What follows belongs to an exercise in optimizing a design on an open flow for small area and a short achievable clock period; a production flow would make more cautious choices.
RTL that was checked went through simulation tests only; none was proved equivalent to the original.
Power is estimated from default activity; no workload was simulated.

harbor:
Design wallaceMulTop, start of the top module:
module wallaceMulTop (
	input  logic        clk,
	input  logic        arstN,
	input  logic        reqValid,
	input  logic [15:0] reqOpA,
	input  logic [15:0] reqOpB,
	output logic        respValid,
	output logic [31:0] respProduct
);
export LEC_CHECK = 0
export ABC_CLOCK_PERIOD_IN_PS = 2500
export CAP_MARGIN = 20
export CORE_MARGIN = 2
export CORE_UTILIZATION = 60
export SETUP_SLACK_MARGIN = 2.1
export SLEW_MARGIN = 20
export SYNTH_HIERARCHICAL = 1
create_clock -name core_clock -period 4.3 [get_ports {clk}]
standard.sh (not shown) runs the stock make flow with config.mk's settings and CLKGATE_MAP_FILE= SYNTH_SCRIPT=/design/flow/synth_recipe.tcl, a recipe that flattens the netlist after the stock synthesis.
==> flow/flow/run.sh <==
#!/bin/bash
# The standard layout (standard.sh, unchanged synthesis) with two changes:
# the port buffers are plain buf_2 cells instead of the delay buffers that
# buffer_ports picks by default, and the clock tree is built from clkbuf_8 cells without dummy loads.
set -euo pipefail
export BUFFER_PORTS_ARGS="-buffer_cell sky130_fd_sc_hd__buf_2"
export CTS_ARGS="-sink_clustering_enable -repair_clock_nets -buf_list sky130_fd_sc_hd__clkbuf_4 -dont_use_dummy_load -sink_clustering_size 8 -sink_clustering_max_diameter 50"
bash standard.sh > standard.log 2>&1
The following lists how onyx was set up differently from harbor:
# harbor
export LEC_CHECK = 0
export ABC_CLOCK_PERIOD_IN_PS = 2500
export CAP_MARGIN = 20
export CORE_MARGIN = 2
export CORE_UTILIZATION = 60
export SETUP_SLACK_MARGIN = 2.1
export SLEW_MARGIN = 20
export SYNTH_HIERARCHICAL = 1
create_clock -name core_clock -period 4.3 [get_ports {clk}]
# onyx
export LEC_CHECK = 0
export ABC_CLOCK_PERIOD_IN_PS = 2500
export CAP_MARGIN = 20
export CORE_MARGIN = 2
export CORE_UTILIZATION = 70
export SETUP_SLACK_MARGIN = 2.1
export SLEW_MARGIN = 20
export SYNTH_HIERARCHICAL = 1
create_clock -name core_clock -period 4.3 [get_ports {clk}]
diff --git a/flow/flow/run.sh b/flow/flow/run.sh
--- a/flow/flow/run.sh
+++ b/flow/flow/run.sh
@@ -6,3 +6,3 @@
 export BUFFER_PORTS_ARGS="-buffer_cell sky130_fd_sc_hd__buf_2"
-export CTS_ARGS="-sink_clustering_enable -repair_clock_nets -buf_list sky130_fd_sc_hd__clkbuf_4 -dont_use_dummy_load -sink_clustering_size 8 -sink_clustering_max_diameter 50"
+export CTS_ARGS="-sink_clustering_enable -repair_clock_nets -buf_list sky130_fd_sc_hd__clkbuf_8 -dont_use_dummy_load -sink_clustering_size 14 -sink_clustering_max_diameter 100"
 bash standard.sh > standard.log 2>&1
Having completed the whole flow, onyx delivered a layout that passed the timing, DRC and antenna checks. onyx vs harbor — hold buffer count at cts dropped 1. onyx vs. harbor: via count now sits higher; first-pass GRT wire length shows no meaningful change; final instance area neither gained nor lost much; number of cell rows went down. Number of ordinary and repair buffers in the finished layout in onyx is 3 below harbor. onyx and harbor ended up with roughly the same routed wire length. Re number of enable flip-flop cells after synthesis: no difference whatsoever between onyx and harbor. Changes observed in onyx relative to harbor: die footprint decreased 14%, count of clock-buffer cells in the layout shows a reduction of 16, area growth from synthesis to layout was more or less identical.
Inputs modified between onyx and juniper:
# onyx
export LEC_CHECK = 0
export ABC_CLOCK_PERIOD_IN_PS = 2500
export CAP_MARGIN = 20
export CORE_MARGIN = 2
export CORE_UTILIZATION = 70
export SETUP_SLACK_MARGIN = 2.1
export SLEW_MARGIN = 20
export SYNTH_HIERARCHICAL = 1
create_clock -name core_clock -period 4.3 [get_ports {clk}]
# juniper
export LEC_CHECK = 0
export ABC_CLOCK_PERIOD_IN_PS = 2500
export CAP_MARGIN = 20
export CORE_MARGIN = 2
export CORE_UTILIZATION = 60
export SETUP_SLACK_MARGIN = 2.2
export SLEW_MARGIN = 20
export SYNTH_HIERARCHICAL = 1
create_clock -name core_clock -period 4.3 [get_ports {clk}]
### Flow results
- Half-perimeter wire length of the detailed placement result delta (juniper − onyx): favourable
- In the final design statistics, juniper uses more standard cells in total than onyx.
- Initial core utilization (higher): onyx
- What onyx reported for final-layout fill cell count has to be multiplied by 1.4 to get the figure for juniper.
- Portion of the layout cell area used by clock cells: onyx vs juniper — no meaningful difference
- Sum of met3 wire segment lengths after detailed routing (juniper over onyx): increase, 1.4%
- Number of iterations in the first detailed-routing pass delta (juniper -> onyx): insignificant
- In the metrics for onyx and juniper, the one carrying the lower fmax is juniper.
- Data arrival time of the critical path for juniper is higher than for onyx.
> inputs changed (juniper -> zinc)
# juniper
export LEC_CHECK = 0
export ABC_CLOCK_PERIOD_IN_PS = 2500
export CAP_MARGIN = 20
export CORE_MARGIN = 2
export CORE_UTILIZATION = 60
export SETUP_SLACK_MARGIN = 2.2
export SLEW_MARGIN = 20
export SYNTH_HIERARCHICAL = 1
create_clock -name core_clock -period 4.3 [get_ports {clk}]
# zinc
export LEC_CHECK = 0
export ABC_CLOCK_PERIOD_IN_PS = 1800
export CAP_MARGIN = 20
export CORE_MARGIN = 2
export CORE_UTILIZATION = 60
export SETUP_SLACK_MARGIN = 2.1
export SLEW_MARGIN = 20
export SYNTH_HIERARCHICAL = 1
create_clock -name core_clock -period 4.3 [get_ports {clk}]
--- outcome ---
Compared with juniper, zinc shows a higher global routing usage on met1. Looking at via density per instance, zinc sits 0.062 above juniper. The post-detailed-placement half-perimeter wirelength number comes out higher for zinc vs juniper. Cmp zinc vs juniper: part of the power in registers higher in zinc. NOTE: total internal power in zinc falls short of that of juniper. Final worst slack delta (zinc − juniper): favourable. Post-route worst hold slack ends up higher on zinc. zinc against juniper: net load switching power now smaller; number of nets in the layout comparable; total power now smaller.
Modified inputs, nickel compared to zinc
# zinc
export LEC_CHECK = 0
export ABC_CLOCK_PERIOD_IN_PS = 1800
export CAP_MARGIN = 20
export CORE_MARGIN = 2
export CORE_UTILIZATION = 60
export SETUP_SLACK_MARGIN = 2.1
export SLEW_MARGIN = 20
export SYNTH_HIERARCHICAL = 1
create_clock -name core_clock -period 4.3 [get_ports {clk}]
# nickel
export LEC_CHECK = 0
export ABC_CLOCK_PERIOD_IN_PS = 2500
export CAP_MARGIN = 20
export CORE_MARGIN = 2
export CORE_UTILIZATION = 60
export SETUP_SLACK_MARGIN = 1.9
export SLEW_MARGIN = 20
export SYNTH_HIERARCHICAL = 1
create_clock -name core_clock -period 4.3 [get_ports {clk}]
Notes after the runs:
Across both runs, utilization was lower for nickel than for zinc. Route | nickel vs zinc | wire shorter in nickel. Setup slack after layout delta (nickel − zinc): unfavourable. nickel ended up with a lower final worst hold slack than zinc did. nickel ran to completion and came out clean on the timing, DRC and antenna checks.

========
wallaceMulTop, a different RTL version from the one above (not shown whole).
Size: roughly 210 flip-flops, roughly 68 I/O pins, ~13000 sq um of cells after synthesis.
// wallaceMulTop
module wallaceMulTop (
	input  logic        clk,
	input  logic        arstN,
	input  logic        reqValid,
	input  logic [15:0] reqOpA,
	input  logic [15:0] reqOpB,
	output logic        respValid,
	output logic [31:0] respProduct
);
	logic        valid1_q;
	logic        valid2_q;
	logic [124:0] s1_d;
	logic [124:0] s1_q;
	logic [51:0] s2_d;
	logic [51:0] s2_q;
	logic [31:0] rowA;
	logic [31:0] rowB;
	logic [31:0] sum;
	always_ff @(posedge clk or negedge arstN) begin
		if (!arstN) begin
			valid1_q  <= 1'b0;
			valid2_q  <= 1'b0;
			respValid <= 1'b0;
		end else begin
			valid1_q  <= reqValid;
			valid2_q  <= valid1_q;
			respValid <= valid2_q;
		end
	end
	always_ff @(posedge clk) begin
		s1_q        <= s1_d;
		s2_q        <= s2_d;
		respProduct <= sum;
	end
	logic [16:0] bx;
	logic [7:0]  one;
	logic [7:0]  two;
	logic [7:0]  neg;
	assign bx = {reqOpB, 1'b0};
	always_comb begin
		for (int i = 0; i < 8; i++) begin
			one[i] = bx[2*i+1] ^ bx[2*i];
			two[i] = (bx[2*i+2] & ~bx[2*i+1] & ~bx[2*i]) | (~bx[2*i+2] & bx[2*i+1] & bx[2*i]);
			neg[i] = bx[2*i+2];
		end
	end
	logic pp0_0;
	logic pp0_1;
	logic pp0_2;
	logic pp0_3;
	logic pp0_4;
	logic pp0_5;
	logic pp0_6;
	logic pp0_7;
	logic pp0_8;
	logic pp0_9;
	logic pp0_10;
	logic pp0_11;
	logic pp0_12;
	logic pp0_13;
	logic pp0_14;
	logic pp0_15;
	logic pp0_16;
	logic pp1_0;
	logic pp1_1;
	logic pp1_2;
	logic pp1_3;
	logic pp1_4;
	logic pp1_5;
	logic pp1_6;
	logic pp1_7;
	logic pp1_8;
	logic pp1_9;
	logic pp1_10;
	logic pp1_11;
	logic pp1_12;
	logic pp1_13;
	logic pp1_14;
	logic pp1_15;
	logic pp1_16;
	logic pp2_0;
	logic pp2_1;
	logic pp2_2;
	logic pp2_3;
	logic pp2_4;
	logic pp2_5;
	logic pp2_6;
	logic pp2_7;
	logic pp2_8;
	logic pp2_9;
	logic pp2_10;
	logic pp2_11;
	logic pp2_12;
	logic pp2_13;
	logic pp2_14;
	logic pp2_15;
	logic pp2_16;
	logic pp3_0;
	logic pp3_1;
	logic pp3_2;
	logic pp3_3;
	logic pp3_4;
	logic pp3_5;
	logic pp3_6;
	logic pp3_7;
	logic pp3_8;
	logic pp3_9;
	logic pp3_10;
	logic pp3_11;
	logic pp3_12;
  ...
Settings: LEC_CHECK=0, ABC_CLOCK_PERIOD_IN_PS=2500, CAP_MARGIN=20, CORE_MARGIN=2, CORE_UTILIZATION=60, SETUP_SLACK_MARGIN=2.1, SLEW_MARGIN=20, SYNTH_HIERARCHICAL=1; clock period 4.3 ns.
==> flow/flow/run.sh <==
#!/bin/bash
# The standard layout (standard.sh, unchanged synthesis) with two changes:
# the port buffers are plain buf_2 cells instead of the delay buffers that
# buffer_ports picks by default, and the clock tree is built from clkbuf_4 and
# clkbuf_8 cells without dummy loads.
set -euo pipefail
export BUFFER_PORTS_ARGS="-buffer_cell sky130_fd_sc_hd__buf_2"
export CTS_ARGS="-sink_clustering_enable -repair_clock_nets -buf_list {sky130_fd_sc_hd__clkbuf_4 sky130_fd_sc_hd__clkbuf_8} -dont_use_dummy_load"
bash standard.sh > standard.log 2>&1
Change:
- SETUP_SLACK_MARGIN: 2.1 -> 1.5
=> The changed run passed the timing, DRC and antenna checks. Core utilization went down by 4.9 points. Worst hold slack got worse by 25 ps. First-iteration DRC count came out higher by 13%. Wire length falls by 6.2%. Sequential power hardly moves. Via count fell by 2.9%. Critical path depth does not change.
Change:
==> flow/run.sh (new file) <==
#!/bin/bash
# synth_recipe.tcl (not shown) runs the flow's synth.tcl, then flattens the netlist and writes it again
# the make line also repeats each setting of config.mk as NAME=value (left out here)
make -C /OpenROAD-flow-scripts/flow DESIGN_CONFIG=/design/flow/config.mk WORK_HOME=/design/flow/orfs CLKGATE_MAP_FILE= SYNTH_SCRIPT=/design/flow/synth_recipe.tcl finish
removed: flow/flow/run.sh
removed: flow/standard.sh
After rerunning: The changed run finished with timing, DRC and antenna clean. Fmax came out lower by 3.8%. Power came out higher by 11%. Via count came out higher by 3.2%. Clock-buffer cell count came out lower by 6. Clock power came out higher by 44%. Die area does not change. Register-to-register slack gains 20 ps. Final cell count came out higher by 3.4%. Worst hold slack gains 200 ps. Wire length came out higher by 4.6%.
No run of this note included a check of the RTL's function; only the layout flow was run.

==> separate check: timing with driven ports <==
Ports are ideal in the flow. The routed layouts listed here were re-timed in OpenROAD. Step 1: set_driving_cell puts a clkbuf_16 on clk and a buf_2 on each other input, an assumption about the parent block. Step 2 adds t to the input delays and takes it off the output delays; t is the mean of the earliest and latest rising clock arrival at the registers after step 1. Input paths then give back, and output paths get back, about the clock's delay inside the block. a / b / c = ideal / step 1 / step 2; a / b = the first two.
| run | t (ns) | slack for setup (ns) | clock arrival spread, ns | pins driven straight from the clock port |
|---|---|---|---|---|
| harbor | 0.629 | 2.059 / 2.059 / 1.542 | 0.059 / 0.058 | 1 |
| onyx | 0.547 | 1.990 / 1.990 / 1.614 | 0.020 / 0.020 | 1 |
| juniper | 0.548 | 1.951 / 1.951 / 1.690 | 0.022 / 0.022 | 1 |
| zinc | 0.540 | 2.054 / 2.054 / 1.651 | 0.039 / 0.038 | 1 |
| nickel | 0.551 | 1.933 / 1.933 / 1.495 | 0.019 / 0.018 | 1 |
| the first run of note 2 | 0.557 | 2.023 / 2.023 / 1.615 | 0.050 / 0.050 | 1 |
| the second run of note 2 | 0.541 | 1.645 / 1.645 / 1.128 | 0.060 / 0.059 | 1 |
| the third run of note 2 | 0.556 | 1.539 / 1.564 / 1.008 | 0.030 / 0.030 | 1 |
After both steps setup and hold are still met in every run listed. The setup slack of the third run of note 2, which loses most, moves by +0.025 ns with the drivers and by -0.531 ns with both steps.
